Background: an optimization exercise with open tools, aiming at small area, a short achievable clock period and few clock cycles per item. Do not read the settings as production practice. RTL that was checked went through simulation tests only; none was proved equivalent to the original. For runs 2 and 3, only the layout was checked, not whether the RTL still works.

## flow/config.mk

```make
export PLATFORM = sky130hd
export DESIGN_NAME = frame_sync_period_tracker
export DESIGN_NICKNAME = frame_sync_period_tracker
export VERILOG_FILES = /design/flow/design.v
export SDC_FILE = /design/flow/constraint.sdc
export NUM_CORES = 4
export LEC_CHECK = 0
export ABC_AREA = 1
export CAP_MARGIN = 20
export CORE_MARGIN = 2
export CORE_UTILIZATION = 60
export SETUP_SLACK_MARGIN = 4.0
export SLEW_MARGIN = 20
```

## flow/constraint.sdc

```tcl
create_clock -name core_clock -period 8.0 [get_ports {clk}]
set_input_delay 1.6000 -clock core_clock [delete_from_list [all_inputs] [get_ports {clk}]]
set_output_delay 1.6000 -clock core_clock [all_outputs]
set_load 0.01 [all_outputs]
```

## flow/design.v

```verilog
package fspt_pkg;
	localparam int unsigned TICK_W  = 32;
	localparam int unsigned FRAME_W = 16;
	localparam int unsigned LOSS_W  = 8;
	localparam int unsigned LIMIT_W = TICK_W + LOSS_W;
	localparam logic [LOSS_W-1:0] LOSS_FRAMES_RESET = LOSS_W'(3);
	localparam logic REQ_CAPTURE = 1'b0;
	localparam logic REQ_POLL    = 1'b1;
	typedef struct packed {
		logic              req_type;
		logic [TICK_W-1:0] tick_value;
	} fspt_in_t;
	typedef struct packed {
		logic [FRAME_W-1:0] frame_count;
		logic [TICK_W-1:0]  last_capture;
		logic [TICK_W-1:0]  period_estimate;
		logic               in_sync;
		logic               sync_dropped;
	} fspt_out_t;
endpackage
module frame_sync_period_tracker (
	input  logic                                  clk,
	input  logic                                  arst_n,
	input  logic                                  cfg_we,
	input  logic [fspt_pkg::LOSS_W-1:0]           cfg_wdata,
	input  logic                                  in_valid,
	output logic                                  in_ready,
	input  fspt_pkg::fspt_in_t                    in_item,
	output logic                                  out_valid,
	input  logic                                  out_ready,
	output fspt_pkg::fspt_out_t                   out_item
);
	localparam int unsigned TW = fspt_pkg::TICK_W;
	logic                            h_valid;
	logic                            h_poll;
	logic [TW-1:0]                   h_tick;
	logic                            k_valid;
	logic                            k_poll;
	logic [TW-1:0]                   k_tick;
	logic                            out_valid_q;
	logic                            dropped_q;
	logic [fspt_pkg::LOSS_W-1:0]     loss_q;
	logic [fspt_pkg::FRAME_W-1:0]    frame_q;
	logic [TW-1:0]                   prev_q;
	logic [TW-1:0]                   period_q;
	logic                            locked_q;
	logic                            base_q;
	logic [TW:0]                     acc_q;      
	logic [2:0]                      idx_q;      
	logic                            exact_q;
	logic                            accept;
	logic                            slot_free;
	logic                            wait_poll;
	logic                            advance;
	logic                            is_cap;
	logic                            is_poll;
	assign in_ready  = !k_valid;
	assign accept    = in_valid && !k_valid;
	assign slot_free = !out_valid_q || out_ready;
	assign is_cap    = h_valid && !h_poll && slot_free;
	assign is_poll   = h_valid && h_poll && slot_free && !wait_poll;
	assign advance   = is_cap || is_poll;
	assign out_valid = out_valid_q;
	assign out_item.frame_count     = frame_q;
	assign out_item.last_capture    = prev_q;
	assign out_item.period_estimate = period_q;
	assign out_item.in_sync         = locked_q;
	assign out_item.sync_dropped    = dropped_q;
	always_ff @(posedge clk or negedge arst_n) begin
		if (!arst_n) begin
			h_valid <= 1'b0;
			k_valid <= 1'b0;
		end else begin
			if (advance || !h_valid)
				h_valid <= k_valid || accept;
			if (advance)
				k_valid <= 1'b0;
			else if (h_valid && accept)
				k_valid <= 1'b1;
		end
	end
	always_ff @(posedge clk) begin
		if (advance || !h_valid) begin
			if (k_valid) begin
				h_poll <= k_poll;
				h_tick <= k_tick;
			end else begin
				h_poll <= in_item.req_type;
				h_tick <= in_item.tick_value;
			end
		end
		if (!k_valid) begin
			k_poll <= in_item.req_type;
			k_tick <= in_item.tick_value;
		end
	end
	logic [TW-1:0]                   interval;
	logic                            no_wrap;    
	fspt_add #(.W(TW)) u_interval (.a(h_tick), .b(~prev_q), .cin(1'b1), .sum(interval), .cout(no_wrap));
	logic                            borrow;
	logic [TW-1:0]                   e_a, e_b, e_c, e_d;
	logic [TW-1:0]                   e_s1, e_c1, e_s2, e_c2;
	logic [TW-1:0]                   ema;
	assign borrow = h_tick[1:0] < prev_q[1:0];
	assign e_a  = period_q;
	assign e_b  = ~(period_q >> 2);
	assign e_c  = ~(prev_q >> 2);
	assign e_d  = {1'b0, !no_wrap, h_tick[TW-1:2]};   
	assign e_s1 = e_a ^ e_b ^ e_c;
	assign e_c1 = {((e_a & e_b) | (e_a & e_c) | (e_b & e_c)), 1'b0};
	assign e_s2 = e_s1 ^ e_c1 ^ e_d;
	assign e_c2 = {((e_s1 & e_c1) | (e_s1 & e_d) | (e_c1 & e_d)), !borrow};
	logic                            ema_co;
	fspt_add #(.W(TW)) u_ema (.a(e_s2), .b(e_c2), .cin(1'b1), .sum(ema), .cout(ema_co));
	logic [TW-1:0]                   th;
	logic [TW+1:0]                   w_s, w_c, w;
	logic                            ge;
	logic                            loss_zero;
	logic                            can_drop;
	logic                            drop_now;
	assign th     = acc_q[TW-1:0];
	assign w_s    = {2'b00, h_tick ^ ~prev_q ^ ~th};
	assign w_c    = {1'b0, ((h_tick & ~prev_q) | (h_tick & ~th) | (~prev_q & ~th)), 1'b0};
	logic [TW-2:0]                   w_lo;
	logic                            w_co;
	fspt_add #(.W(TW-1)) u_w (.a(w_s[TW-1:1]), .b(w_c[TW-1:1]), .cin(1'b1), .sum(w_lo), .cout(w_co));
	assign w      = {w_c[TW] & w_co, w_c[TW] ^ w_co, w_lo, w_s[0]};
	assign ge     = !acc_q[TW] && (no_wrap ? w[TW+1] : (w[TW+1] || w[TW]));
	assign loss_zero = loss_q == '0;
	assign can_drop  = locked_q && (period_q != '0);
	assign drop_now  = can_drop && (loss_zero || (ge && exact_q));
	assign wait_poll = h_poll && can_drop && !loss_zero && ge && !exact_q;
	logic [TW-1:0]                   period_d;
	assign period_d = (is_cap && base_q) ? (locked_q ? ema : interval) : period_q;
	logic [2:0]                      top;
	logic [2:0]                      top_new;
	logic [2:0]                      top_rs;
	logic                            restart;
	logic [TW-1:0]                   pm;
	logic [TW+1:0]                   u_s;
	logic                            ovf;
	always_comb begin
		top = 3'd0;
		for (int i = 1; i < 8; i++)
			if (loss_q[i]) top = 3'(i);
		top_new = 3'd0;
		for (int i = 1; i < 8; i++)
			if (cfg_wdata[i]) top_new = 3'(i);
	end
	assign restart = (is_cap && base_q) || cfg_we;
	assign top_rs  = cfg_we ? top_new : top;
	assign pm      = period_q & {TW{loss_q[idx_q]}};
	logic [TW:0]                     u_lo;
	logic                            u_co;
	fspt_add #(.W(TW+1)) u_horner (.a({acc_q[TW-1:0], 1'b0}), .b({1'b0, pm}), .cin(1'b0), .sum(u_lo), .cout(u_co));
	assign u_s     = {u_co, u_lo};
	assign ovf     = acc_q[TW] || u_s[TW+1] || u_s[TW];
	always_ff @(posedge clk or negedge arst_n) begin
		if (!arst_n) begin
			idx_q   <= 3'd0;
			exact_q <= 1'b0;
		end else if (restart) begin
			idx_q   <= top_rs - 3'd1;
			exact_q <= top_rs == 3'd0;
		end else if (!exact_q) begin
			idx_q   <= idx_q - 3'd1;
			exact_q <= idx_q == 3'd0;
		end
	end
	always_ff @(posedge clk) begin
		if (restart) begin
			acc_q <= {1'b0, period_d};
		end else if (!exact_q) begin
			acc_q <= {ovf, u_s[TW-1:0]};
		end
	end
	always_ff @(posedge clk or negedge arst_n) begin
		if (!arst_n) begin
			out_valid_q <= 1'b0;
		end else if (advance) begin
			out_valid_q <= 1'b1;
		end else if (out_ready) begin
			out_valid_q <= 1'b0;
		end
	end
	always_ff @(posedge clk) begin
		if (advance) begin
			dropped_q <= h_poll && drop_now;
		end
	end
	always_ff @(posedge clk or negedge arst_n) begin
		if (!arst_n) begin
			loss_q   <= fspt_pkg::LOSS_FRAMES_RESET;
			frame_q  <= '0;
			prev_q   <= '0;
			period_q <= '0;
			locked_q <= 1'b0;
			base_q   <= 1'b0;
		end else begin
			if (cfg_we) begin
				loss_q <= cfg_wdata;
			end
			period_q <= period_d;
			if (is_cap) begin
				frame_q  <= frame_q + fspt_pkg::FRAME_W'(1);
				prev_q   <= h_tick;
				locked_q <= locked_q || base_q;
				base_q   <= 1'b1;
			end else if (is_poll && drop_now) begin
				locked_q <= 1'b0;
				base_q   <= 1'b0;
			end
		end
	end
endmodule
module fspt_add #(
	parameter int unsigned W = 32
) (
	input  logic [W-1:0] a,
	input  logic [W-1:0] b,
	input  logic         cin,
	output logic [W-1:0] sum,
	output logic         cout
);
	logic [W-1:0] p0, g0, g, p;
	assign p0 = a ^ b;
	assign g0 = a & b;
	always_comb begin
		g = g0;
		p = p0;
		g[0] = g0[0] | (p0[0] & cin);
		for (int l = 0; (1 << l) < W; l++) begin
			for (int j = 0; j < W; j++) begin
				if (((j >> l) & 1) != 0) begin
					g[j] = g[j] | (p[j] & g[((j >> l) << l) - 1]);
					p[j] = p[j] & p[((j >> l) << l) - 1];
				end
			end
		end
	end
	assign sum  = p0 ^ {g[W-2:0], cin};
	assign cout = g[W-1];
endmodule
```

## flow/run.sh

```bash
#!/bin/bash
# synth_recipe.tcl (not shown) runs the flow's synth.tcl, then flattens the netlist and writes it again
# the make line also repeats each setting of config.mk as NAME=value (left out here)
make -C /OpenROAD-flow-scripts/flow DESIGN_CONFIG=/design/flow/config.mk WORK_HOME=/design/flow/orfs CLKGATE_MAP_FILE= SYNTH_SCRIPT=/design/flow/synth_recipe.tcl finish
```

==> run_results.csv, run 1 <==
group,metric,value,unit
clock_network,hold_buffers,0,
min_path,hold_path.class,"register to register",
worst_setup_path,critPathMaxStageDelay,0.55,ns
finish,layout-drive-gt1-share,10.1,%
yosys,syn-instance-count,1835,
worst_setup_path,ff2ff_setup_slack,4.02,ns
yosys,synth.top_cell.area_share,15.4,%
place,place_area,0.0170,mm²
clock_network,cts_buffers,17,
die,dieHeight,164,µm
yosys,ys_ff_latch,197,
yosys,async_flop_share,49.2,%
place,dpl.hpwl,28.9,mm
grt,grt_antenna_before_repair,0,
die,rows,58,
worst_setup_path,endpoint_kind,"register",
worst_setup_path,cp_max_fo,3,
worst_setup_path,critPathArrivalTime,4.19,ns
sta,maxSlewViolCount,0,
place,dpl_worst_slack,2.20,ns
die,io_pins,130,
drt,num_vias,12900,
clock_network,ctsHtreeMaxLevel,4,
grt,track_usage,30.8,%
drt,wl_per_cell,17.5,µm
min_path,min_from,"k_tick[0]",
min_path,min_delay_worst_endpoint,"k_tick[0]",
place,numPortBuffers,129,
clock_network,clock_path_buffers,2,
sta,slew_headroom,52.8,%
sta,fmax,0.251,GHz
worst_setup_path,worstReg2RegStart,"period_q[3]",
die,die_x,164,µm
sta,finalSetupViolCount,0,
drt,drtPass1Iterations,5,
finish,regArea,0.00510,mm²
clock_network,clk_latency,0.46,ns
yosys,synthDistinctLibCells,60,
status,status,"no timing/DRC/antenna violations",
finish,fill_cells,2005,
yosys,synth_area_per_cell,8.42,µm²
yosys,synth_area_leader_cell,"dfrtp_1",
finish,area_delta_synth_final,17.9,%
min_path,hold_path_depth,2,
grt,grt_max_degree,55,
grt,grt_first_pass_wirelength,64.7,mm
yosys,synth_edf_count,66,
finish,final_area,0.0182,mm²
yosys,synth_nets,2113,
drt,wl,40.6,mm
sta,clock_skew,0.0194,ns
sta,timing.final.ws_setup,4.02,ns
finish,finalNonFillerCells,2325,
sta,fin_crit,3.98,ns
sta,setup_tns,0,ns
worst_setup_path,worstPathCellList,"inv_4 > fa_1 > inv_2 > fa_1 > inv_2 > fa_2 > inv_2 > nor2_4 > a211oi_4 > o21ai_2 > nand2_2 > nand2_4 > nand2_4 > nand2_8 > fa_2 > xnor2_2 > a21oi_1 > o21ai_1 > o21ai_1 > nand2_1 > o21ai_1",
yosys,synth_flop_cell,"dfrtp_1",
clock_network,clkTransAtPathRegs,0.08,ns
job,max-cap-violations,0,
worst_setup_path,cp-start-kind,"register",
die,core,0.0253,mm²
worst_setup_path,slowest_stage,"fa_1",
finish,antenna-diode-count,0,
drt,drtAntennaViolNets,0,
yosys,yosys_warnings,4,
clock_network,clock_sinks,197,
drt,drc,0,
die,start_util,61.2,%
sta,tightest_slew,0.708,ns
clock_network,cts_root_buffer,"clkbuf_16",
worst_setup_path,worstSetupPathType,"register to register",
clock_network,cts_tree,"built",
finish,multi_input_area,0.00930,mm²
yosys,ys_top_cells_by_area,"dfrtp_1, fa_1, edfxtp_1, ha_1, nand2_1",
yosys,yosysSeqAreaShare,33.0,%
die,die_area,0.0271,mm²
place,place_inst,2263,
worst_setup_path,reg2reg_to,"acc_q[17]",
sta,rsz0062_at_grt,"yes",
worst_setup_path,crit_required,8.21,ns
drt,drt-vias-per-instance,5.56,
worst_setup_path,rr_worst_depth,21,
grt,grt_pass1_vias,12800,
sta,finalCritPeriodShare,49.8,%
sta,finalHoldViolCount,0,
place,globalplace.congestion,0.854,
grt,overflow,0,
finish,fin_nets,2260,
drt,drtIter0Drc,899,
yosys,syn_area,0.0155,mm²
## worst max-delay path: cells and delay by family (launching register included)
family,cells,cell delay [ns]
compound gates,6,0.71
buf+inv,4,0.21
xor+xnor,1,0.15
simple gates,6,0.45
flops,1,0.40
fa+ha+maj,4,1.80
## cells in the final DEF, fill, tap and decap left out, types with 4 or more instances in the layout
| cell type | netlist | layout |
|---|---|---|
| inv_6 | 0 | 4 |
| nor4_1 | 4 | 4 |
| a21boi_0 | 5 | 5 |
| nand4_1 | 12 | 12 |
| fa_1 | 105 | 102 |
| o21ai_1 | 3 | 5 |
| nor2_2 | 10 | 12 |
| a21oi_1 | 99 | 96 |
| clkinv_8 | 0 | 4 |
| nand3_2 | 8 | 11 |
| or2_2 | 4 | 4 |
| xnor2_1 | 14 | 13 |
| a21oi_2 | 4 | 7 |
| nor2_1 | 109 | 106 |
| buf_12 | 1 | 5 |
| a31oi_1 | 6 | 5 |
| o21ai_0 | 100 | 97 |
| nor3_1 | 9 | 8 |
| dfxtp_1 | 34 | 34 |
| buf_4 | 3 | 31 |
| nor3_2 | 4 | 4 |
| nand3b_1 | 12 | 12 |
| o21bai_1 | 8 | 8 |
| nand2_2 | 19 | 20 |
| a21o_1 | 12 | 12 |
| edfxtp_1 | 66 | 66 |
| inv_1 | 259 | 240 |
| inv_2 | 6 | 21 |
| nand3_1 | 149 | 145 |
| dfrtp_1 | 95 | 88 |
| clkbuf_16 | 0 | 20 |
| xor2_1 | 26 | 26 |
| ha_1 | 127 | 124 |
| nor2_4 | 3 | 4 |
| nand2_1 | 423 | 421 |
| clkdlybuf4s50_1 | 0 | 128 |
| dfrtp_2 | 0 | 7 |
| nand2_4 | 5 | 5 |
| and2_1 | 19 | 19 |
## synth_stat cells, drive strengths merged (2+ instances only)
| library cell | instances |
|---|---|
| and3 | 2 |
| o21bai | 11 |
| a31oi | 7 |
| o21ai | 104 |
| nor3 | 15 |
| mux2i | 2 |
| o21a | 3 |
| xor2 | 26 |
| buf | 19 |
| ha | 127 |
| a21boi | 7 |
| o211ai | 3 |
| edfxtp | 66 |
| fa | 105 |
| clkinv | 3 |
| nand3 | 157 |
| dfrtp | 95 |
| dfstp | 2 |
| dfxtp | 34 |
| nand2 | 447 |
| and2 | 19 |
| nor2 | 122 |
| nand3b | 13 |
| clkbuf | 23 |
| xnor2 | 14 |
| nand4 | 13 |
| a21o | 13 |
| a21oi | 104 |
| a211oi | 2 |
| or2 | 4 |
| nor4 | 4 |
| inv | 265 |
## timing repair
action / CTS / global route
endpoints found under the hold margin: 0 / 0
pin swaps: 7 / 22
gates cloned: 3 / 1
buffers inserted: 13 / 13
resized for setup: 31 / 47
endpoints found under the setup margin: 107 / 98
## state kept, by name, indices dropped and copies added (netlist names), 3 cells and up
register and cells:
period_q 32, k_tick 32, acc_q 33, idx_q 3
loss_q 8, h_tick 32, frame_q 16, prev_q 32
## layout make-up
type                            instances  share of cell area, %
Inverter                              268                   5.59
Multi-Input combinational cell       1328                   51.0
Clock inverter                         13                  0.831
Tap cell                              330                   2.27
Timing Repair Buffer                  170                   9.68
Sequential cell                       197                   28.0
Clock buffer                           19                   2.61
## logic make-up (layout without fill, tap and decap cells)
group / Yosys count / count (layout) / synth area share, %
XOR/XNOR: 40 / 40 / 2.27
AO/OA/AOI/OAI: 257 / 257 / 9.55
AND/OR/NAND/NOR: 797 / 797 / 23.3
flip-flops: 197 / 197 / 33.0
adder cells (fa/ha/maj): 232 / 232 / 23.9
multiplexers: 2 / 2 / 0.130
buffers and inverters: 310 / 470 / 7.90
## worst max-delay path by stage
stage,from,endpoint,depth (start not counted)
detailed placement,out_ready,acc_q[18],13
global route,period_q[3],acc_q[17],21
floorplan,period_q[3],acc_q[17],22
CTS,period_q[3],acc_q[17],21
global placement,out_ready,acc_q[18],13
finish,period_q[3],acc_q[17],21
## per-stage QoR
step | hold WS, ns | utilization (%)
global route | 0.470 | 72.2
CTS | 0.453 | 71.2
floorplan | 0.414 | -
global placement | 0.428 | 67.4
finish | 0.451 | 72.2
detailed placement | 0.434 | 67.4
## routing by layer
| metal | track usage [%] | vias up | share of wire [%] |
|---|---|---|---|
| li1 | - | 6242 | - |
| met5 | 0 | - | 0 |
| met2 | 52.8 | 412 | 49 |
| met1 | 41.3 | 6217 | 43 |
| met4 | 9.09 | 0 | 2.1 |
| met3 | 3.79 | 66 | 5.4 |
Testbench counts, summed over its fixed seeds: cycles 24,139, items 24,000.
==> run 2, diff against run 1 <==
--- a/flow/design.v
+++ b/flow/design.v
@@ -107,3 +107,3 @@
 	assign e_c  = ~(prev_q >> 2);
-	assign e_d  = {1'b0, !no_wrap, h_tick[TW-1:2]};   
+	assign e_d  = h_tick >> 2;
 	assign e_s1 = e_a ^ e_b ^ e_c;
@@ -112,4 +112,6 @@
 	assign e_c2 = {((e_s1 & e_c1) | (e_s1 & e_d) | (e_c1 & e_d)), !borrow};
+	logic [TW-1:0]                   ema_s;
 	logic                            ema_co;
-	fspt_add #(.W(TW)) u_ema (.a(e_s2), .b(e_c2), .cin(1'b1), .sum(ema), .cout(ema_co));
+	fspt_add #(.W(TW)) u_ema (.a(e_s2), .b(e_c2), .cin(1'b1), .sum(ema_s), .cout(ema_co));
+	assign ema = {ema_s[TW-1] ^ (ema_s[TW-2] & !no_wrap), ema_s[TW-2] ^ !no_wrap, ema_s[TW-3:0]};
 	logic [TW-1:0]                   th;
--- a/flow/config.mk
+++ b/flow/config.mk
@@ -7,7 +7,6 @@
 export LEC_CHECK = 0
-export ABC_AREA = 1
 export CAP_MARGIN = 20
 export CORE_MARGIN = 2
-export CORE_UTILIZATION = 60
-export SETUP_SLACK_MARGIN = 4.0
+export CORE_UTILIZATION = 40
+export SETUP_SLACK_MARGIN = 3.5
 export SLEW_MARGIN = 20
==> run_results.csv, run 2 <==
group,metric,value,unit
status,status,"no timing/DRC/antenna violations",
sta,holdWs,0.465,ns
clock_network,cts_root_buffer,"clkbuf_16",
worst_setup_path,critPathMaxStageDelay,0.55,ns
drt,drtPass1Iterations,5,
die,die_x,197,µm
worst_setup_path,endpoint_kind,"register",
finish,area_delta_synth_final,21.1,%
yosys,yosysMostFrequentCell,"inv_1",
drt,drc,0,
worst_setup_path,path_buf_inv,1,
place,globalplace.congestion,0.867,
yosys,synth_area_leader_cell,"dfrtp_1",
drt,wl_per_cell,19.4,µm
finish,final_util,49.1,%
yosys,async_flop_share,49.2,%
place,dpl.hpwl,30.7,mm
grt,grt_pass1_vias,11700,
yosys,synthTopCellsByCount,"inv_1, ha_1, nor2_1",
clock_network,clock_sinks,197,
worst_setup_path,cp-start-kind,"register",
die,dieHeight,197,µm
sta,fin_crit,4.85,ns
drt,wl,41.2,mm
min_path,min_from,"frame_q[15]",
grt,overflow,0,
sta,finalSetupViolCount,0,
die,core,0.0365,mm²
worst_setup_path,worstPathCellList,"inv_2 > fa_1 > fa_1 > ha_4 > o211ai_1 > o211a_1 > o31a_1 > a211o_4 > o21ai_4 > a31oi_4 > xnor2_1 > ha_2 > xnor2_2 > xnor2_2 > or3_1 > a21oi_2 > a211oi_2 > o21ai_2 > nand3_1",
grt,track_usage,21.8,%
clock_network,cts_buffers,17,
finish,regMostFlops,"acc_q",
worst_setup_path,crit_required,8.21,ns
sta,timing.final.ws_setup,3.15,ns
drt,drtAntennaViolNets,0,
worst_setup_path,ff2ff_setup_slack,3.15,ns
worst_setup_path,crit_path_start,"period_q[5]",
finish,finalNonFillerCells,2124,
yosys,syn-instance-count,1472,
worst_setup_path,slowest_stage,"fa_1",
die,die_area,0.0386,mm²
worst_setup_path,worstReg2RegStart,"period_q[5]",
clock_network,clk_latency,0.47,ns
worst_setup_path,cp_max_fo,4,
die,start_util,40.6,%
die,io_pins,130,
grt,grt_first_pass_wirelength,64.9,mm
yosys,synth_area_per_cell,10.1,µm²
sta,rsz0062_at_grt,"yes",
yosys,synth_flop_cell,"dfrtp_1",
finish,layout-drive-gt1-share,14.7,%
job,max-cap-violations,0,
yosys,synth_nets,1751,
sta,setup_tns,0,ns
grt,grt_max_degree,73,
sta,clock_skew,0.0260,ns
grt,grt_antenna_before_repair,0,
finish,antenna-diode-count,0,
clock_network,cts_tree,"built",
worst_setup_path,worstSetupPathType,"register to register",
yosys,ys_top_cells_by_area,"dfrtp_1, fa_1, edfxtp_1, ha_1, inv_1",
yosys,synth.top_cell.area_share,16.0,%
yosys,syn_area,0.0148,mm²
clock_network,clkTransAtPathRegs,0.08,ns
yosys,yosys_warnings,4,
place,place_area,0.0166,mm²
place,numPortBuffers,129,
place,place_inst,2040,
sta,finalHoldViolCount,0,
clock_network,clock_path_buffers,2,
worst_setup_path,cpLargestDelayFamily,"compound AO/OA/AOI/OAI gates",
yosys,synthDistinctLibCells,74,
sta,tightest_slew,0.658,ns
sta,slew_headroom,55.7,%
yosys,yosysSeqAreaShare,34.4,%
min_path,hold_path.class,"register to register",
finish,largest_reg_flops,33,
place,dpl_worst_slack,2.63,ns
finish,layout_commonest_cell,"inv_1",
clock_network,ctsHtreeMaxLevel,4,
die,rows,70,
finish,layout_common_cells,"inv_1, clkdlybuf4s50_1, ha_1, nor2_1, fa_1",
drt,drtIter0Drc,698,
drt,drt-vias-per-instance,5.36,
worst_setup_path,critPathArrivalTime,5.07,ns
sta,finalCritPeriodShare,60.7,%
finish,final_area,0.0179,mm²
sta,maxSlewViolCount,0,
finish,fin_nets,1922,
sta,fmax,0.206,GHz
yosys,synth_edf_count,66,
yosys,ys_ff_latch,197,
drt,num_vias,11400,
## run 2: area by class of cell
cell class              count  area, µm²
well taps                 468        586
repair buffers            191       1810
inverters                 186        698
multi-input cells        1050       9090
clock buffers              17        425
fillers                  3353      18600
clock inverters            15        211
flip-flops and latches    197       5130
## run 2: what timing repair did
action	4_1_cts	5_1_grt
pin swaps	20	27
gates cloned	0	1
gates resized for setup	24	53
hold buffers	0	0
endpoints found under the setup margin	71	70
buffers inserted	25	25
## run 2: final timing paths
kind / to / cells past startpoint
hold reg to reg: frame_q[15] / 1
min in group asynchronous: prev_q[25] / 1
setup / recovery: acc_q[31] / 19
max in group asynchronous: prev_q[7] / 3
setup reg to reg: acc_q[31] / 19
hold / removal: frame_q[15] / 1
## run 2: routing by layer
metal  wire [µm]  vias up  GRT usage [%]  part of all wire [%]
met2       19100      262           35.5                    46
met1       19500     5627           30.5                    47
met4         724        0           5.53                   1.8
met3        1830       39           3.37                   4.4
met5           0        -              0                     0
li1            -     5465              -                     -
## run 2: cell families after synthesis
group	share of synthesized area [%]
muxes	5.01
adders and majority gates	24.9
AOI/OAI and AO/OA	14.9
buffers and inverters	5.98
xor gates and xnor gates	4.43
and+or+nand+nor	10.4
DFF	34.4
==> run 3, diff against run 2 <==
--- a/flow/config.mk
+++ b/flow/config.mk
@@ -10,3 +10,3 @@
 export CORE_UTILIZATION = 40
-export SETUP_SLACK_MARGIN = 3.5
+export SETUP_SLACK_MARGIN = 4.0
 export SLEW_MARGIN = 20
==> run_results.csv, run 3 <==
group,metric,value,unit
status,status,"no timing/DRC/antenna violations",
sta,maxSlewViolCount,0,
finish,fin_nets,1936,
grt,grt_first_pass_wirelength,67.0,mm
grt,grt_max_degree,73,
clock_network,ctsHtreeMaxLevel,4,
drt,num_vias,11600,
place,dpl_worst_slack,2.85,ns
finish,multi_input_area,0.00926,mm²
worst_setup_path,worstPathCellList,"inv_1 > fa_1 > fa_1 > ha_4 > o211ai_1 > o211a_1 > o31a_1 > a211o_4 > o21ai_4 > a31oi_4 > xnor2_2 > ha_4 > xnor2_2 > xnor2_2 > or3_1 > a21oi_1 > a211oi_1 > o21ai_1 > nand3_1",
place,dpl.hpwl,31.9,mm
sta,timing.final.ws_setup,3.11,ns
grt,grt_antenna_before_repair,1,
clock_network,cts_root_buffer,"clkbuf_16",
die,start_util,40.6,%
grt,grt_pass1_vias,11700,
drt,wl_met3,2.20,mm
clock_network,hold_buffers,0,
clock_network,cts_tree,"built",
worst_setup_path,cpLargestDelayFamily,"compound AO/OA/AOI/OAI gates",
die,io_pins,130,
die,core,0.0365,mm²
sta,slew_headroom,36.6,%
die,rows,70,
finish,layout_common_cells,"inv_1, clkdlybuf4s50_1, ha_1, nor2_1, fa_1",
sta,clock_skew,0.0214,ns
yosys,syn-instance-count,1472,
sta,finalCritPeriodShare,61.2,%
sta,rsz0062_at_grt,"yes",
sta,finalHoldViolCount,0,
finish,layout_commonest_cell,"inv_1",
sta,finalSetupViolCount,0,
finish,regMostFlops,"acc_q",
worst_setup_path,critPathMaxStageDelay,0.51,ns
yosys,synth_nets,1751,
worst_setup_path,cp_max_fo,3,
yosys,yosysSeqAreaShare,34.4,%
die,die_x,197,µm
yosys,synth.top_cell.area_share,16.0,%
drt,drc,0,
place,globalplace.congestion,0.887,
finish,regArea,0.00512,mm²
grt,track_usage,22.9,%
yosys,yosys_warnings,4,
sta,fin_crit,4.89,ns
sta,holdWs,0.476,ns
yosys,ys_top_cells_by_area,"dfrtp_1, fa_1, edfxtp_1, ha_1, inv_1",
finish,fill_cells,3361,
sta,setup_tns,0,ns
worst_setup_path,cp-start-kind,"register",
worst_setup_path,crit_required,8.21,ns
clock_network,clock_path_buffers,2,
die,dieHeight,197,µm
drt,routed.top_layer,"met4",
yosys,yosysMostFrequentCell,"inv_1",
yosys,ys_ff_latch,197,
die,die_area,0.0386,mm²
finish,area_delta_synth_final,23.1,%
finish,final_util,50.0,%
clock_network,cts_buffers,17,
clock_network,clk_latency,0.47,ns
worst_setup_path,cp_common_cell,"xnor2_2",
drt,drtIter0Drc,694,
drt,drtAntennaViolNets,0,
sta,fmax,0.204,GHz
worst_setup_path,slowest_stage,"fa_1",
worst_setup_path,worstSetupPathType,"register to register",
yosys,synthDistinctLibCells,74,
worst_setup_path,endpoint_kind,"register",
drt,wl_met2,19.6,mm
finish,layout-drive-gt1-share,16.2,%
min_path,hold_path.class,"register to register",
yosys,async_flop_share,49.2,%
worst_setup_path,path_buf_inv,1,
yosys,synthTopCellsByCount,"inv_1, ha_1, nor2_1",
grt,overflow,0,
place,numPortBuffers,129,
worst_setup_path,critPathArrivalTime,5.11,ns
clock_network,clock_sinks,197,
sta,tightest_slew,0.951,ns
yosys,syn_area,0.0148,mm²
drt,drt-vias-per-instance,5.40,
yosys,synth_edf_count,66,
drt,wl_per_cell,20.2,µm
yosys,synth_area_leader_cell,"dfrtp_1",
yosys,synth_area_per_cell,10.1,µm²
drt,wl_met1,20.2,mm
drt,drtPass1Iterations,5,
clock_network,clkTransAtPathRegs,0.08,ns
drt,wl,43.3,mm
yosys,synth_flop_cell,"dfrtp_1",
finish,largest_reg_flops,33,
job,max-cap-violations,0,
## run 3: cell type report
type | instances | area share, %
antenna | 1 | 0.0137
clock buffer | 17 | 2.33
clock inverter | 15 | 1.08
inverter | 186 | 3.83
multi-input combinational | 1050 | 50.8
sequential | 197 | 28.1
tap | 468 | 3.21
timing repair buffer | 205 | 10.7
## run 3: final timing paths
path | start | to | slack, ns | cells after the start
max | prev_q[5] | acc_q[31] | 3.11 | 19
min | frame_q[15] | frame_q[15] | 0.48 | 1
max reg2reg | prev_q[5] | acc_q[31] | 3.11 | 19
min reg2reg | frame_q[15] | frame_q[15] | 0.48 | 1
max in group asynchronous | arst_n | period_q[4] | 5.48 | 2
min in group asynchronous | arst_n | prev_q[24] | 1.10 | 1
## run 3: worst reg2reg max path: stages (launching register included)
cell      delay [ns]
dfrtp_1         0.42
inv_1           0.16
fa_1            0.46
fa_1            0.51
ha_4            0.30
o211ai_1        0.11
o211a_1         0.27
o31a_1          0.31
a211o_4         0.39
o21ai_4         0.23
a31oi_4         0.13
xnor2_2         0.17
ha_4            0.16
xnor2_2         0.14
xnor2_2         0.14
or3_1           0.31
a21oi_1         0.13
a211oi_1        0.06
o21ai_1         0.15
nand3_1         0.09
## run 3: cells by family (layout without fill, tap and decap cells)
group / count (synthesis) / in the layout / synth area share (%)
compound gates: 346 / 346 / 14.9
xor+xnor: 75 / 75 / 4.43
fa+ha+maj: 233 / 233 / 24.9
buf+inv: 226 / 423 / 5.98
flops: 197 / 197 / 34.4
mux: 65 / 65 / 5.01
other cells: 0 / 1 / 0
simple gates: 330 / 331 / 10.4
## run 3: timing repair
item                       in CTS  in global routing
cloned                          1                  0
buffers inserted               37                 28
setup endpoints to repair     106                 75
pin swaps                      38                 39
resized for setup              60                 60
## run 3: per-layer routing
layer  global-route usage, %  vias to the layer above
met1                    31.7                     5728
li1                        -                     5490
met5                       0                        -
met4                    7.13                        0
met3                    4.35                       60
met2                    36.5                      273
## run 3: stage by stage
step | instance area [µm²] | std cells
final | 18200 | 2139
after global routing | 18200 | 2139
after CTS | 17800 | 2110
after detailed placement | 16700 | 2040
after global placement | 16700 | 2040
after floorplan | 14900 | 1472
==> run 4, diff against run 3 <==
--- a/flow/design.v
+++ b/flow/design.v
@@ -36,2 +36,3 @@
 	logic [TW-1:0]                   h_tick;
+	logic [TW-1:0]                   h_iv;       
 	logic                            k_valid;
@@ -56,2 +57,3 @@
 	logic                            is_poll;
+	logic                            h_load;
 	assign in_ready  = !k_valid;
@@ -62,2 +64,3 @@
 	assign advance   = is_cap || is_poll;
+	assign h_load    = advance || !h_valid;
 	assign out_valid = out_valid_q;
@@ -68,2 +71,11 @@
 	assign out_item.sync_dropped    = dropped_q;
+	logic                            n_poll;
+	logic [TW-1:0]                   n_tick;
+	logic [TW-1:0]                   n_base;
+	logic [TW-1:0]                   n_iv;
+	logic                            n_co;
+	assign n_poll = k_valid ? k_poll : in_item.req_type;
+	assign n_tick = k_valid ? k_tick : in_item.tick_value;
+	assign n_base = (h_valid && !h_poll) ? h_tick : prev_q;
+	fspt_add #(.W(TW)) u_interval (.a(n_tick), .b(~n_base), .cin(1'b1), .sum(n_iv), .cout(n_co));
 	always_ff @(posedge clk or negedge arst_n) begin
@@ -73,3 +85,3 @@
 		end else begin
-			if (advance || !h_valid)
+			if (h_load)
 				h_valid <= k_valid || accept;
@@ -82,10 +94,6 @@
 	always_ff @(posedge clk) begin
-		if (advance || !h_valid) begin
-			if (k_valid) begin
-				h_poll <= k_poll;
-				h_tick <= k_tick;
-			end else begin
-				h_poll <= in_item.req_type;
-				h_tick <= in_item.tick_value;
-			end
+		if (h_load) begin
+			h_poll <= n_poll;
+			h_tick <= n_tick;
+			h_iv   <= n_iv;
 		end
@@ -96,24 +104,13 @@
 	end
-	logic [TW-1:0]                   interval;
-	logic                            no_wrap;    
-	fspt_add #(.W(TW)) u_interval (.a(h_tick), .b(~prev_q), .cin(1'b1), .sum(interval), .cout(no_wrap));
-	logic                            borrow;
-	logic [TW-1:0]                   e_a, e_b, e_c, e_d;
-	logic [TW-1:0]                   e_s1, e_c1, e_s2, e_c2;
+	logic [TW-1:0]                   e_a, e_b, e_c, e_s, e_k;
 	logic [TW-1:0]                   ema;
-	assign borrow = h_tick[1:0] < prev_q[1:0];
-	assign e_a  = period_q;
-	assign e_b  = ~(period_q >> 2);
-	assign e_c  = ~(prev_q >> 2);
-	assign e_d  = h_tick >> 2;
-	assign e_s1 = e_a ^ e_b ^ e_c;
-	assign e_c1 = {((e_a & e_b) | (e_a & e_c) | (e_b & e_c)), 1'b0};
-	assign e_s2 = e_s1 ^ e_c1 ^ e_d;
-	assign e_c2 = {((e_s1 & e_c1) | (e_s1 & e_d) | (e_c1 & e_d)), !borrow};
-	logic [TW-1:0]                   ema_s;
 	logic                            ema_co;
-	fspt_add #(.W(TW)) u_ema (.a(e_s2), .b(e_c2), .cin(1'b1), .sum(ema_s), .cout(ema_co));
-	assign ema = {ema_s[TW-1] ^ (ema_s[TW-2] & !no_wrap), ema_s[TW-2] ^ !no_wrap, ema_s[TW-3:0]};
-	logic [TW-1:0]                   th;
-	logic [TW+1:0]                   w_s, w_c, w;
+	assign e_a = period_q;
+	assign e_b = ~(period_q >> 2);
+	assign e_c = h_iv >> 2;
+	assign e_s = e_a ^ e_b ^ e_c;
+	assign e_k = {((e_a & e_b) | (e_a & e_c) | (e_b & e_c)), 1'b0};
+	fspt_add #(.W(TW)) u_ema (.a(e_s), .b(e_k), .cin(1'b1), .sum(ema), .cout(ema_co));
+	logic [TW-1:0]                   ge_d;
+	logic                            ge_co;
 	logic                            ge;
@@ -122,10 +119,4 @@
 	logic                            drop_now;
-	assign th     = acc_q[TW-1:0];
-	assign w_s    = {2'b00, h_tick ^ ~prev_q ^ ~th};
-	assign w_c    = {1'b0, ((h_tick & ~prev_q) | (h_tick & ~th) | (~prev_q & ~th)), 1'b0};
-	logic [TW-2:0]                   w_lo;
-	logic                            w_co;
-	fspt_add #(.W(TW-1)) u_w (.a(w_s[TW-1:1]), .b(w_c[TW-1:1]), .cin(1'b1), .sum(w_lo), .cout(w_co));
-	assign w      = {w_c[TW] & w_co, w_c[TW] ^ w_co, w_lo, w_s[0]};
-	assign ge     = !acc_q[TW] && (no_wrap ? w[TW+1] : (w[TW+1] || w[TW]));
+	fspt_add #(.W(TW)) u_ge (.a(h_iv), .b(~acc_q[TW-1:0]), .cin(1'b1), .sum(ge_d), .cout(ge_co));
+	assign ge = !acc_q[TW] && ge_co;
 	assign loss_zero = loss_q == '0;
@@ -135,3 +126,3 @@
 	logic [TW-1:0]                   period_d;
-	assign period_d = (is_cap && base_q) ? (locked_q ? ema : interval) : period_q;
+	assign period_d = (is_cap && base_q) ? (locked_q ? ema : h_iv) : period_q;
 	logic [2:0]                      top;
@@ -141,3 +132,4 @@
 	logic [TW-1:0]                   pm;
-	logic [TW+1:0]                   u_s;
+	logic [TW:0]                     u_lo;
+	logic                            u_co;
 	logic                            ovf;
@@ -154,7 +146,4 @@
 	assign pm      = period_q & {TW{loss_q[idx_q]}};
-	logic [TW:0]                     u_lo;
-	logic                            u_co;
 	fspt_add #(.W(TW+1)) u_horner (.a({acc_q[TW-1:0], 1'b0}), .b({1'b0, pm}), .cin(1'b0), .sum(u_lo), .cout(u_co));
-	assign u_s     = {u_co, u_lo};
-	assign ovf     = acc_q[TW] || u_s[TW+1] || u_s[TW];
+	assign ovf     = acc_q[TW] || u_co || u_lo[TW];
 	always_ff @(posedge clk or negedge arst_n) begin
@@ -175,3 +164,3 @@
 		end else if (!exact_q) begin
-			acc_q <= {ovf, u_s[TW-1:0]};
+			acc_q <= {ovf, u_lo[TW-1:0]};
 		end
==> flow/flow/run.sh (new file) <==
#!/bin/bash
# The standard layout (standard.sh: ORFS synthesis through finish), with
# one change: the buffers that ORFS puts on every input and output port are
# made from the plain sky130_fd_sc_hd__buf_1 cell instead of the delay-buffer
# cell buffer_ports picks by default. Timing repair may still resize them.
# ORFS's own per-step logs are kept under orfs/logs; the make output goes to
# standard.log in this folder.
set -euo pipefail
export BUFFER_PORTS_ARGS="-buffer_cell sky130_fd_sc_hd__buf_1"
bash standard.sh > standard.log 2>&1
==> flow/standard.sh (new file) <==
#!/bin/bash
# synth_recipe.tcl (not shown) runs the flow's synth.tcl, then flattens the netlist and writes it again
# the make line also repeats each setting of config.mk as NAME=value (left out here)
make -C /OpenROAD-flow-scripts/flow DESIGN_CONFIG=/design/flow/config.mk WORK_HOME=/design/flow/orfs CLKGATE_MAP_FILE= SYNTH_SCRIPT=/design/flow/synth_recipe.tcl "${@:-finish}"
--- a/flow/config.mk
+++ b/flow/config.mk
@@ -7,6 +7,8 @@
 export LEC_CHECK = 0
+export ABC_AREA = 1
 export CAP_MARGIN = 20
 export CORE_MARGIN = 2
-export CORE_UTILIZATION = 40
-export SETUP_SLACK_MARGIN = 4.0
+export CORE_UTILIZATION = 60
+export CTS_CLUSTER_SIZE = 30
+export SETUP_SLACK_MARGIN = 4.5
 export SLEW_MARGIN = 20
removed: flow/run.sh
==> run_results.csv, run 4 <==
group,metric,value,unit
clock_network,cts_buffers,26,
grt,track_usage,27.9,%
worst_setup_path,cp_max_fo,6,
sta,finalCritPeriodShare,42.8,%
worst_setup_path,worstSetupPathType,"input port to register",
place,dpl.hpwl,27.8,mm
finish,regMostFlops,"acc_q",
finish,layout-drive-gt1-share,8.67,%
die,core,0.0258,mm²
yosys,syn-instance-count,1987,
drt,drtAntennaViolNets,0,
finish,layout_common_cells,"nand2_1, inv_1, a21oi_1, nor2_1, buf_1",
yosys,yosysSeqAreaShare,38.8,%
sta,fin_crit,3.43,ns
drt,wl,39.1,mm
yosys,synth_area_per_cell,7.86,µm²
yosys,synthDistinctLibCells,55,
yosys,ys_ff_latch,229,
status,status,"no timing/DRC/antenna violations",
worst_setup_path,rr_worst_depth,21,
place,place_inst,2410,
die,die_area,0.0273,mm²
grt,grt_antenna_before_repair,0,
sta,finalHoldViolCount,0,
yosys,yosys_warnings,3,
finish,largest_reg_flops,33,
sta,setup_tns,0,ns
drt,wl_per_cell,15.7,µm
min_path,min_from,"k_poll",
die,die_x,165,µm
worst_setup_path,crit_required,8.27,ns
sta,tightest_slew,0.806,ns
worst_setup_path,critPathMaxStageDelay,0.37,ns
clock_network,hold_buffers,0,
job,max-cap-violations,0,
worst_setup_path,cpLargestDelayFamily,"adder cells",
drt,drtIter0Drc,854,
finish,final_area,0.0178,mm²
drt,num_vias,13300,
worst_setup_path,worstPathCellList,"buf_1 > o21ai_2 > ha_1 > inv_1 > fa_2 > inv_2 > nor2_2 > a211oi_2 > o21ai_2 > nand2_2 > nand2_4 > nand3_4 > nand2_8 > fa_2 > xor2_1",
finish,antenna-diode-count,0,
yosys,async_flop_share,42.4,%
finish,fin_nets,2353,
finish,finalNonFillerCells,2493,
place,globalplace.congestion,0.878,
drt,drtPass1Iterations,7,
worst_setup_path,worst-path-stages,15,
yosys,synth_nets,2202,
sta,maxSlewViolCount,0,
yosys,synth.top_cell.area_share,18.8,%
finish,layout_commonest_cell,"nand2_1",
place,numPortBuffers,129,
sta,rsz0062_at_grt,"yes",
die,start_util,60.5,%
worst_setup_path,ff2ff_setup_slack,4.60,ns
clock_network,clock_sinks,229,
grt,grt_max_degree,67,
clock_network,cts_tree,"built",
worst_setup_path,endpoint_kind,"register",
clock_network,ctsHtreeMaxLevel,1,
finish,area_delta_synth_final,14.1,%
drt,drt-vias-per-instance,5.35,
worst_setup_path,cp-start-kind,"input port",
die,dieHeight,165,µm
drt,drc,0,
worst_setup_path,reg2reg_to,"acc_q[32]",
worst_setup_path,path_buf_inv,3,
grt,overflow,0,
place,place_area,0.0164,mm²
die,io_pins,130,
clock_network,clock_path_buffers,3,
min_path,hold_path.class,"register to register",
sta,slew_headroom,46.3,%
yosys,syn_area,0.0156,mm²
grt,grt_first_pass_wirelength,60.7,mm
yosys,synth_area_leader_cell,"edfxtp_1",
yosys,ys_top_cells_by_area,"edfxtp_1, dfrtp_1, nand2_1, ha_1, inv_1",
clock_network,clkTransAtPathRegs,0.06,ns
worst_setup_path,crit_path_start,"in_item[0]",
worst_setup_path,crit_end,"h_iv[17]",
clock_network,clk_latency,0.54,ns
die,rows,59,
grt,grt_pass1_vias,12300,
sta,finalSetupViolCount,0,
yosys,synth_flop_cell,"edfxtp_1",
yosys,synth_edf_count,98,
yosys,yosysMostFrequentCell,"nand2_1",
sta,clock_skew,0.0212,ns
worst_setup_path,slowest_stage,"fa_2",
yosys,synthTopCellsByCount,"nand2_1, inv_1, a21oi_1",
worst_setup_path,worstReg2RegStart,"loss_q[1]",
sta,fmax,0.292,GHz
worst_setup_path,critPathArrivalTime,3.70,ns
finish,fill_cells,2274,
clock_network,cts_root_buffer,"clkbuf_16",
-- run 4: layout make-up --
type | instances | area [µm²] | share of cell area [%]
repair buffers | 172 | 928 | 5.21
flip-flops and latches | 229 | 6060 | 34.0
well taps | 335 | 419 | 2.35
inverters | 335 | 1260 | 7.07
clock buffers | 32 | 694 | 3.90
clock inverters | 16 | 138 | 0.772
multi-input cells | 1374 | 8320 | 46.7
-- run 4: kinds of logic (layout without fill, tap and decap cells) --
| kind of cell | after synthesis | after routing | synth area share [%] |
|---|---|---|---|
| AND/OR/NAND/NOR | 852 | 853 | 22.9 |
| buffers and inverters | 385 | 555 | 9.55 |
| adder cells (fa/ha/maj) | 169 | 169 | 15.7 |
| flip-flops | 229 | 229 | 38.8 |
| AO/OA/AOI/OAI | 307 | 307 | 10.5 |
| multiplexers | 1 | 1 | 0.0641 |
| XOR/XNOR | 44 | 44 | 2.52 |
-- run 4: how the worst min path moves through the flow --
stage	cells past startpoint	endpoint	slack [ns]
after floorplan	2	k_poll	0.42
after global placement	2	k_poll	0.43
after detailed placement	2	k_poll	0.44
after CTS	2	k_poll	0.46
after global routing	2	k_poll	0.50
final	2	k_poll	0.47
-- run 4: through the flow --
stage               setup WS (ns)  hold slack [ns]  util (%)
finish                       4.57            0.467      69.0
global route                 4.36            0.499      69.0
CTS                          4.50            0.461      67.3
detailed placement           2.78            0.444      63.5
global placement             2.82            0.430      63.5
floorplan                    4.06            0.418         -
-- run 4: worst min-delay path, stage by stage (launching register included) --
cell,delay [ns]
dfxtp_1,0.31
nand2_1,0.05
nand2_1,0.08
-- run 4: metal layers --
| layer | up-vias | part of all wire (%) | track usage, % |
|---|---|---|---|
| li1 | 6668 | - | - |
| met1 | 6210 | 47 | 40.3 |
| met2 | 422 | 45 | 44.7 |
| met3 | 47 | 7.3 | 4.42 |
| met4 | 0 | 1.6 | 5.72 |
| met5 | - | 0 | 0 |
-- run 4: timing repair --
action / 4_1_cts / 5_1_grt
endpoints found under the setup margin: 89 / 87
pin swaps: 4 / 16
gates cloned: 1 / 3
buffers inserted: 4 / 26
resized for setup: 25 / 50
Testbench counts of run 4, summed over its fixed seeds: cycles 24,139, items 24,000.
==> run 5, diff against run 4 <==
--- a/flow/config.mk
+++ b/flow/config.mk
@@ -11,3 +11,3 @@
 export CORE_UTILIZATION = 60
-export CTS_CLUSTER_SIZE = 30
+export CTS_CLUSTER_DIAMETER = 100
 export SETUP_SLACK_MARGIN = 4.5
==> run_results.csv, run 5 <==
group,metric,value,unit
sta,finalCritPeriodShare,42.8,%
worst_setup_path,worstSetupPathType,"input port to register",
yosys,ys_ff_latch,229,
yosys,synthTopCellsByCount,"nand2_1, inv_1, a21oi_1",
finish,layout_common_cells,"nand2_1, inv_1, a21oi_1, nor2_1, buf_1",
yosys,synth_flop_cell,"edfxtp_1",
finish,layout_commonest_cell,"nand2_1",
sta,finalSetupViolCount,0,
die,die_area,0.0273,mm²
die,die_x,165,µm
finish,antenna-diode-count,0,
clock_network,clkTransAtPathRegs,0.06,ns
grt,grt_pass1_vias,12300,
yosys,synth_nets,2202,
grt,grt_antenna_before_repair,0,
worst_setup_path,critPathArrivalTime,3.70,ns
drt,drtPass1Iterations,7,
drt,num_vias,13300,
place,dpl_worst_slack,2.78,ns
sta,maxSlewViolCount,0,
worst_setup_path,cp-start-kind,"input port",
sta,slew_headroom,46.3,%
yosys,synth_edf_count,98,
place,numPortBuffers,129,
yosys,syn_area,0.0156,mm²
die,start_util,60.5,%
worst_setup_path,crit_required,8.27,ns
sta,holdWs,0.467,ns
drt,drc,0,
die,dieHeight,165,µm
die,io_pins,130,
clock_network,clock_path_buffers,3,
clock_network,hold_buffers,0,
drt,drtIter0Drc,854,
sta,setup_tns,0,ns
yosys,synth_area_per_cell,7.86,µm²
drt,drt-vias-per-instance,5.35,
status,status,"no timing/DRC/antenna violations",
drt,wl_per_cell,15.7,µm
sta,tightest_slew,0.806,ns
yosys,ys_top_cells_by_area,"edfxtp_1, dfrtp_1, nand2_1, ha_1, inv_1",
clock_network,cts_root_buffer,"clkbuf_16",
yosys,yosysMostFrequentCell,"nand2_1",
place,dpl.hpwl,27.8,mm
min_path,min_delay_worst_endpoint,"k_poll",
yosys,synth_area_leader_cell,"edfxtp_1",
clock_network,ctsHtreeMaxLevel,1,
sta,fmax,0.292,GHz
worst_setup_path,cp_max_fo,6,
sta,rsz0062_at_grt,"yes",
grt,use_met1,40.3,%
worst_setup_path,reg2reg_to,"acc_q[32]",
worst_setup_path,rr_worst_depth,21,
yosys,yosys_warnings,3,
finish,largest_reg_flops,33,
job,max-cap-violations,0,
grt,track_usage,27.9,%
min_path,hold_path_depth,2,
worst_setup_path,ff2ff_setup_slack,4.60,ns
finish,regMostFlops,"acc_q",
worst_setup_path,worstReg2RegStart,"loss_q[1]",
sta,clock_skew,0.0212,ns
grt,top_usage_layer,"met2",
worst_setup_path,endpoint_kind,"register",
place,globalplace.congestion,0.878,
sta,timing.final.ws_setup,4.57,ns
drt,drtAntennaViolNets,0,
yosys,async_flop_share,42.4,%
grt,overflow,0,
clock_network,cts_buffers,26,
yosys,synth.top_cell.area_share,18.8,%
yosys,syn-instance-count,1987,
finish,fill_cells,2274,
finish,area_delta_synth_final,14.1,%
grt,grt_max_degree,67,
min_path,min_from,"k_poll",
grt,grt_first_pass_wirelength,60.7,mm
sta,finalHoldViolCount,0,
die,core,0.0258,mm²
yosys,yosysSeqAreaShare,38.8,%
drt,wl,39.1,mm
die,rows,59,
grt,met3_usage,4.42,%
sta,fin_crit,3.43,ns
finish,fin_nets,2353,
yosys,synthDistinctLibCells,55,
min_path,hold_path.class,"register to register",
grt,met2_usage,44.7,%
finish,layout-drive-gt1-share,8.67,%
clock_network,clock_sinks,229,
clock_network,cts_tree,"built",
clock_network,clk_latency,0.54,ns
[run 5: cell counts after synthesis]
No cell type changed its count.
[run 5: how the worst max path moves through the flow]
stage,from,end,depth (start not counted)
3_5_place_dp,out_ready,idx_q[2],12
3_3_place_gp,out_ready,idx_q[2],12
4_1_cts,period_q[1],acc_q[16],17
5_1_grt,loss_q[1],acc_q[32],21
2_1_floorplan,in_item[0],h_iv[17],15
6_report,in_item[0],h_iv[17],15
[run 5: logic make-up after synthesis]
logic type      after synthesis  share of synthesized area, %
buf+inv                     385                          9.55
simple gates                852                          22.9
flops                       229                          38.8
mux                           1                        0.0641
xor+xnor                     44                          2.52
fa+ha+maj                   169                          15.7
compound gates              307                          10.5
[run 5: per-stage QoR]
| step | util [%] | cells | cell area [µm²] |
|---|---|---|---|
| floorplan | - | 1987 | 15600 |
| global placement | 63.5 | 2410 | 16400 |
| detailed placement | 63.5 | 2410 | 16400 |
| CTS | 67.3 | 2463 | 17400 |
| global route | 69.0 | 2493 | 17800 |
| finish | 69.0 | 2493 | 17800 |
[run 5: critical path: stages]
cell,delay (ns)
buf_1,0.08
o21ai_2,0.12
ha_1,0.16
inv_1,0.05
fa_2,0.33
inv_2,0.08
nor2_2,0.04
a211oi_2,0.25
o21ai_2,0.10
nand2_2,0.09
nand2_4,0.08
nand3_4,0.10
nand2_8,0.07
fa_2,0.37
xor2_1,0.16
[run 5: repair_timing]
action	4_1_cts	5_1_grt
endpoints found under the setup margin	89	87
resized for setup	25	50
pin swaps	4	16
cloned	1	3
buffers inserted	4	26
[run 5: routing by layer]
layer,vias to the layer above,routed length [µm]
met5,-,0
met4,0,633
met3,47,2840
met2,422,17400
met1,6210,18200
li1,6668,-
[run 5: final cells by class]
class,count,area [µm²],area share [%]
Multi-Input combinational cell,1374,8320,46.7
Sequential cell,229,6060,34.0
Inverter,335,1260,7.07
Timing Repair Buffer,172,928,5.21
Clock buffer,32,694,3.90
Tap cell,335,419,2.35
Clock inverter,16,138,0.772
==> run 6, diff against run 5 <==
--- a/flow/config.mk
+++ b/flow/config.mk
@@ -11,3 +11,3 @@
 export CORE_UTILIZATION = 60
-export CTS_CLUSTER_DIAMETER = 100
+export CTS_BUF_LIST = sky130_fd_sc_hd__clkbuf_8 sky130_fd_sc_hd__clkbuf_16
 export SETUP_SLACK_MARGIN = 4.5
==> run_results.csv, run 6 <==
group,metric,value,unit
status,status,"no timing/DRC/antenna violations",
worst_setup_path,critPathArrivalTime,3.70,ns
sta,finalSetupViolCount,0,
yosys,syn_area,0.0156,mm²
finish,area_delta_synth_final,14.1,%
finish,fin_nets,2353,
yosys,syn-instance-count,1987,
grt,track_usage,27.9,%
clock_network,cts_buffers,26,
sta,maxSlewViolCount,0,
place,place_inst,2410,
drt,drtPass1Iterations,8,
drt,wl,39.2,mm
finish,finalNonFillerCells,2493,
drt,drt-vias-per-instance,5.35,
drt,drc,0,
yosys,synth_nets,2202,
grt,grt_max_degree,67,
clock_network,clkTransAtPathRegs,0.06,ns
yosys,yosys_warnings,3,
finish,layout_commonest_cell,"nand2_1",
yosys,synthTopCellsByCount,"nand2_1, inv_1, a21oi_1",
worst_setup_path,worstSetupPathType,"input port to register",
yosys,ys_top_cells_by_area,"edfxtp_1, dfrtp_1, nand2_1, ha_1, inv_1",
finish,antenna-diode-count,0,
die,dieHeight,165,µm
sta,fin_crit,3.43,ns
yosys,synth_area_leader_cell,"edfxtp_1",
clock_network,clock_sinks,229,
die,start_util,60.5,%
worst_setup_path,endpoint_kind,"register",
yosys,synthDistinctLibCells,55,
yosys,ys_ff_latch,229,
sta,clock_skew,0.0210,ns
sta,slew_headroom,46.2,%
grt,grt_antenna_before_repair,0,
drt,drtIter0Drc,860,
min_path,hold_path.class,"register to register",
drt,num_vias,13300,
worst_setup_path,cp_max_fo,6,
worst_setup_path,ff2ff_setup_slack,4.60,ns
grt,grt_first_pass_wirelength,60.7,mm
sta,setup_tns,0,ns
worst_setup_path,reg2reg_to,"acc_q[32]",
clock_network,clk_latency,0.54,ns
place,numPortBuffers,129,
min_path,hold_path_depth,2,
min_path,min_from,"k_poll",
job,max-cap-violations,0,
sta,rsz0062_at_grt,"yes",
sta,finalCritPeriodShare,42.8,%
yosys,synth.top_cell.area_share,18.8,%
drt,wl_per_cell,15.7,µm
clock_network,hold_buffers,0,
yosys,synth_area_per_cell,7.86,µm²
finish,layout-drive-gt1-share,8.67,%
die,rows,59,
die,die_area,0.0273,mm²
place,dpl.hpwl,27.8,mm
sta,finalHoldViolCount,0,
yosys,yosysSeqAreaShare,38.8,%
grt,grt_pass1_vias,12300,
finish,largest_reg_flops,33,
finish,fill_cells,2274,
drt,drtAntennaViolNets,0,
grt,overflow,0,
worst_setup_path,cp-start-kind,"input port",
clock_network,ctsHtreeMaxLevel,1,
die,core,0.0258,mm²
clock_network,cts_tree,"built",
sta,tightest_slew,0.808,ns
place,globalplace.congestion,0.878,
yosys,synth_edf_count,98,
die,die_x,165,µm
worst_setup_path,rr_worst_depth,21,
yosys,async_flop_share,42.4,%
yosys,yosysMostFrequentCell,"nand2_1",
worst_setup_path,worstReg2RegStart,"loss_q[1]",
min_path,min_delay_worst_endpoint,"k_poll",
finish,regMostFlops,"acc_q",
sta,fmax,0.292,GHz
clock_network,clock_path_buffers,3,
yosys,synth_flop_cell,"edfxtp_1",
clock_network,cts_root_buffer,"clkbuf_16",
die,io_pins,130,
finish,layout_common_cells,"nand2_1, inv_1, a21oi_1, nor2_1, buf_1",
worst_setup_path,crit_required,8.27,ns
-- run 6: worst max path at each step --
stage / endpoint / start / cells past startpoint
finish: h_iv[17] / in_item[0] / 15
global route: acc_q[32] / loss_q[1] / 21
CTS: acc_q[16] / period_q[1] / 17
detailed placement: idx_q[2] / out_ready / 12
global placement: idx_q[2] / out_ready / 12
floorplan: h_iv[17] / in_item[0] / 15
-- run 6: logic make-up after synthesis --
family / Yosys count / synth area share, %
adder cells (fa/ha/maj): 169 / 15.7
AND/OR/NAND/NOR: 852 / 22.9
buffers and inverters: 385 / 9.55
multiplexers: 1 / 0.0641
flip-flops: 229 / 38.8
AO/OA/AOI/OAI: 307 / 10.5
XOR/XNOR: 44 / 2.52
-- run 6: final cells by class --
type	count	area, µm²	area share [%]
Clock buffer	27	676	3.79
Timing Repair Buffer	172	928	5.21
Multi-Input combinational cell	1374	8320	46.7
Inverter	335	1260	7.07
Sequential cell	229	6060	34.0
Clock inverter	21	156	0.878
Tap cell	335	419	2.35
-- run 6: worst max-delay path, cell delays in order --
cell and delay, ns:
buf_1 0.08, o21ai_2 0.12, ha_1 0.16, inv_1 0.05, fa_2 0.33, inv_2 0.08
nor2_2 0.04, a211oi_2 0.25, o21ai_2 0.10, nand2_2 0.09, nand2_4 0.08, nand3_4 0.10
nand2_8 0.07, fa_2 0.37, xor2_1 0.16
-- run 6: stage by stage --
| step | cell area (µm²) | utilization [%] | setup WS (ns) | hold WS (ns) |
|---|---|---|---|---|
| 3_3_place_gp | 16400 | 63.5 | 2.82 | 0.430 |
| 2_1_floorplan | 15600 | - | 4.06 | 0.418 |
| 5_1_grt | 17800 | 69.0 | 4.36 | 0.499 |
| 3_5_place_dp | 16400 | 63.5 | 2.78 | 0.444 |
| 6_report | 17800 | 69.0 | 4.57 | 0.467 |
| 4_1_cts | 17400 | 67.3 | 4.50 | 0.461 |
-- run 6: metal layers --
layer  wire, µm  global-route usage (%)
met5          0                       0
met4        633                    5.72
met3       2840                    4.42
met2      17400                    44.7
met1      18300                    40.3
-- run 6: repair_timing --
action | 4_1_cts | 5_1_grt
pin swaps | 4 | 16
buffers inserted | 4 | 26
gates cloned | 1 | 3
setup endpoints to repair | 89 | 87
gates resized for setup | 25 | 50
==> run 7, diff against run 6 <==
--- a/flow/config.mk
+++ b/flow/config.mk
@@ -10,4 +10,3 @@
 export CORE_MARGIN = 2
-export CORE_UTILIZATION = 60
-export CTS_BUF_LIST = sky130_fd_sc_hd__clkbuf_8 sky130_fd_sc_hd__clkbuf_16
+export CORE_UTILIZATION = 50
 export SETUP_SLACK_MARGIN = 4.5
==> run_results.csv, run 7 <==
group,metric,value,unit
grt,grt_max_degree,67,
finish,multi_input_area,0.00835,mm²
grt,grt_pass1_vias,12500,
worst_setup_path,worstSetupPathType,"input port to register",
yosys,synthDistinctLibCells,55,
yosys,yosysSeqAreaShare,38.8,%
job,max-cap-violations,0,
worst_setup_path,critPathMaxStageDelay,0.37,ns
worst_setup_path,slowest_stage,"fa_2",
die,dieHeight,181,µm
clock_network,ctsHtreeMaxLevel,1,
place,globalplace.congestion,0.894,
sta,fmax,0.288,GHz
status,status,"no timing/DRC/antenna violations",
sta,maxSlewViolCount,0,
die,io_pins,130,
yosys,ys_ff_latch,229,
finish,largest_reg_flops,33,
place,numPortBuffers,129,
die,rows,64,
yosys,syn-instance-count,1987,
drt,drtAntennaViolNets,0,
worst_setup_path,cp_max_fo,6,
min_path,hold_path.class,"register to register",
worst_setup_path,crit_required,8.30,ns
sta,finalHoldViolCount,0,
sta,slew_headroom,35.6,%
finish,finalNonFillerCells,2561,
yosys,synth_area_per_cell,7.86,µm²
sta,rsz0062_at_grt,"yes",
finish,final_util,59.0,%
die,die_x,181,µm
clock_network,clkTransAtPathRegs,0.06,ns
grt,overflow,0,
worst_setup_path,critPathArrivalTime,3.77,ns
finish,layout-drive-gt1-share,9.52,%
sta,finalCritPeriodShare,43.4,%
yosys,synth_nets,2202,
clock_network,clock_sinks,229,
drt,wl,39.8,mm
die,die_area,0.0327,mm²
yosys,ys_top_cells_by_area,"edfxtp_1, dfrtp_1, nand2_1, ha_1, inv_1",
sta,tightest_slew,0.966,ns
finish,regArea,0.00607,mm²
sta,clock_skew,0.0205,ns
grt,track_usage,23.9,%
clock_network,clock_path_buffers,3,
drt,num_vias,13200,
yosys,synth.top_cell.area_share,18.8,%
clock_network,cts_tree,"built",
place,dpl.hpwl,28.4,mm
drt,drtPass1Iterations,5,
sta,fin_crit,3.47,ns
finish,fin_nets,2360,
yosys,syn_area,0.0156,mm²
drt,drt-vias-per-instance,5.14,
yosys,yosysMostFrequentCell,"nand2_1",
finish,layout_commonest_cell,"nand2_1",
sta,timing.final.ws_setup,4.53,ns
clock_network,cts_root_buffer,"clkbuf_16",
clock_network,cts_buffers,26,
finish,regMostFlops,"acc_q",
sta,setup_tns,0,ns
yosys,async_flop_share,42.4,%
drt,drc,0,
yosys,synth_area_leader_cell,"edfxtp_1",
worst_setup_path,cp-start-kind,"input port",
finish,fill_cells,2895,
place,place_area,0.0165,mm²
yosys,synthTopCellsByCount,"nand2_1, inv_1, a21oi_1",
grt,grt_antenna_before_repair,0,
yosys,synth_edf_count,98,
place,place_inst,2473,
clock_network,clk_latency,0.56,ns
place,dpl_worst_slack,3.36,ns
drt,wl_per_cell,15.6,µm
finish,final_area,0.0181,mm²
finish,layout_common_cells,"nand2_1, inv_1, a21oi_1, nor2_1, buf_1",
finish,area_delta_synth_final,15.7,%
worst_setup_path,endpoint_kind,"register",
yosys,yosys_warnings,3,
sta,holdWs,0.464,ns
finish,antenna-diode-count,0,
yosys,synth_flop_cell,"edfxtp_1",
die,start_util,50.9,%
die,core,0.0307,mm²
grt,grt_first_pass_wirelength,64.3,mm
worst_setup_path,worstPathCellList,"buf_6 > o21ai_4 > ha_2 > inv_2 > fa_2 > inv_2 > nor2_4 > a211oi_2 > o21ai_2 > nand2_2 > nand2_4 > nand3_4 > nand2_8 > fa_2 > xor2_1",
sta,finalSetupViolCount,0,
drt,drtIter0Drc,828,
run 7: timing repair:
| item | CTS | global route |
|---|---|---|
| hold buffers | 0 | 0 |
| gates cloned | 0 | 4 |
| endpoints found under the hold margin | 0 | 0 |
| buffers inserted | 4 | 32 |
| gates resized for setup | 26 | 69 |
| pin swaps | 5 | 21 |
| setup endpoints to repair | 83 | 131 |
run 7: path summary, 6_finish.rpt:
path / start / slack [ns] / end / depth (start not counted)
setup / recovery: in_item[0] / 4.53 / h_iv[17] / 15
hold / removal: k_poll / 0.46 / k_poll / 2
setup reg to reg: k_valid / 4.57 / h_iv[17] / 17
hold reg to reg: k_poll / 0.46 / k_poll / 2
max in group asynchronous: arst_n / 5.58 / period_q[3] / 2
min in group asynchronous: arst_n / 1.21 / loss_q[3] / 1
run 7: critical path, delay by kind of cell:
| family | cells | cell delay, ns |
|---|---|---|
| AO/OA/AOI/OAI | 3 | 0.50 |
| XOR/XNOR | 1 | 0.14 |
| AND/OR/NAND/NOR | 5 | 0.37 |
| adder cells (fa/ha/maj) | 3 | 0.92 |
| buffers and inverters | 3 | 0.23 |
run 7: logic make-up (layout without fill, tap and decap cells):
kind of cell,after synthesis,after routing,synth area share (%)
AOI/OAI and AO/OA,307,307,10.5
xor gates and xnor gates,44,44,2.52
adders and majority gates,169,169,15.7
buffers and inverters,385,562,9.55
DFF,229,229,38.8
muxes,1,1,0.0641
and+or+nand+nor,852,853,22.9
run 7: routing by layer:
metal	share of wire, %	GRT usage [%]	vias to the layer above
li1	-	-	6684
met1	50	35.3	6110
met2	43	37.2	326
met3	5.2	3.69	49
met4	2.0	5.13	0
met5	0	0	-
run 7: layout make-up:
type	count	share of cell area, %
multi-input cells	1374	46.2
flip-flops and latches	229	33.6
inverters	335	7.00
repair buffers	179	5.48
clock buffers	34	3.93
well taps	396	2.74
clock inverters	14	1.11

## separate check: timing with driven ports
Ports are ideal in the flow. The routed layouts listed here were re-timed in OpenROAD. Step 1, drivers: a clkbuf_16 drives clk and a buf_2 each remaining input, both assumed. Step 2 adds t to the input delays and takes it off the output delays; t is the mean of the earliest and latest rising clock arrival at the registers after step 1. Input paths then give back, and output paths get back, about the clock's delay inside the block. Three values: ideal ports, drivers, drivers and shift; two values: the first two.
run | t (ns) | slack for setup (ns) | worst setup path after step 2 | latest minus earliest clock arrival (ns)
run 1 | 0.495 | 4.020 / 4.020 / 3.568 | input to register | 0.021 / 0.021
run 2 | 0.506 | 3.147 / 3.147 / 3.147 | register to register | 0.026 / 0.026
run 3 | 0.516 | 3.106 / 3.106 / 3.106 | register to register | 0.021 / 0.021
run 4 | 0.573 | 4.574 / 4.601 / 4.028 | input to register | 0.022 / 0.021
run 5 | 0.573 | 4.574 / 4.601 / 4.028 | input to register | 0.022 / 0.021
run 6 | 0.573 | 4.574 / 4.601 / 4.028 | input to register | 0.021 / 0.021
run 7 | 0.603 | 4.531 / 4.549 / 3.946 | input to register | 0.020 / 0.021
After both steps setup and hold are still met in every run listed. For run 7, which loses most, drivers alone change the setup slack by +0.018 ns; drivers and shift together by -0.585 ns.
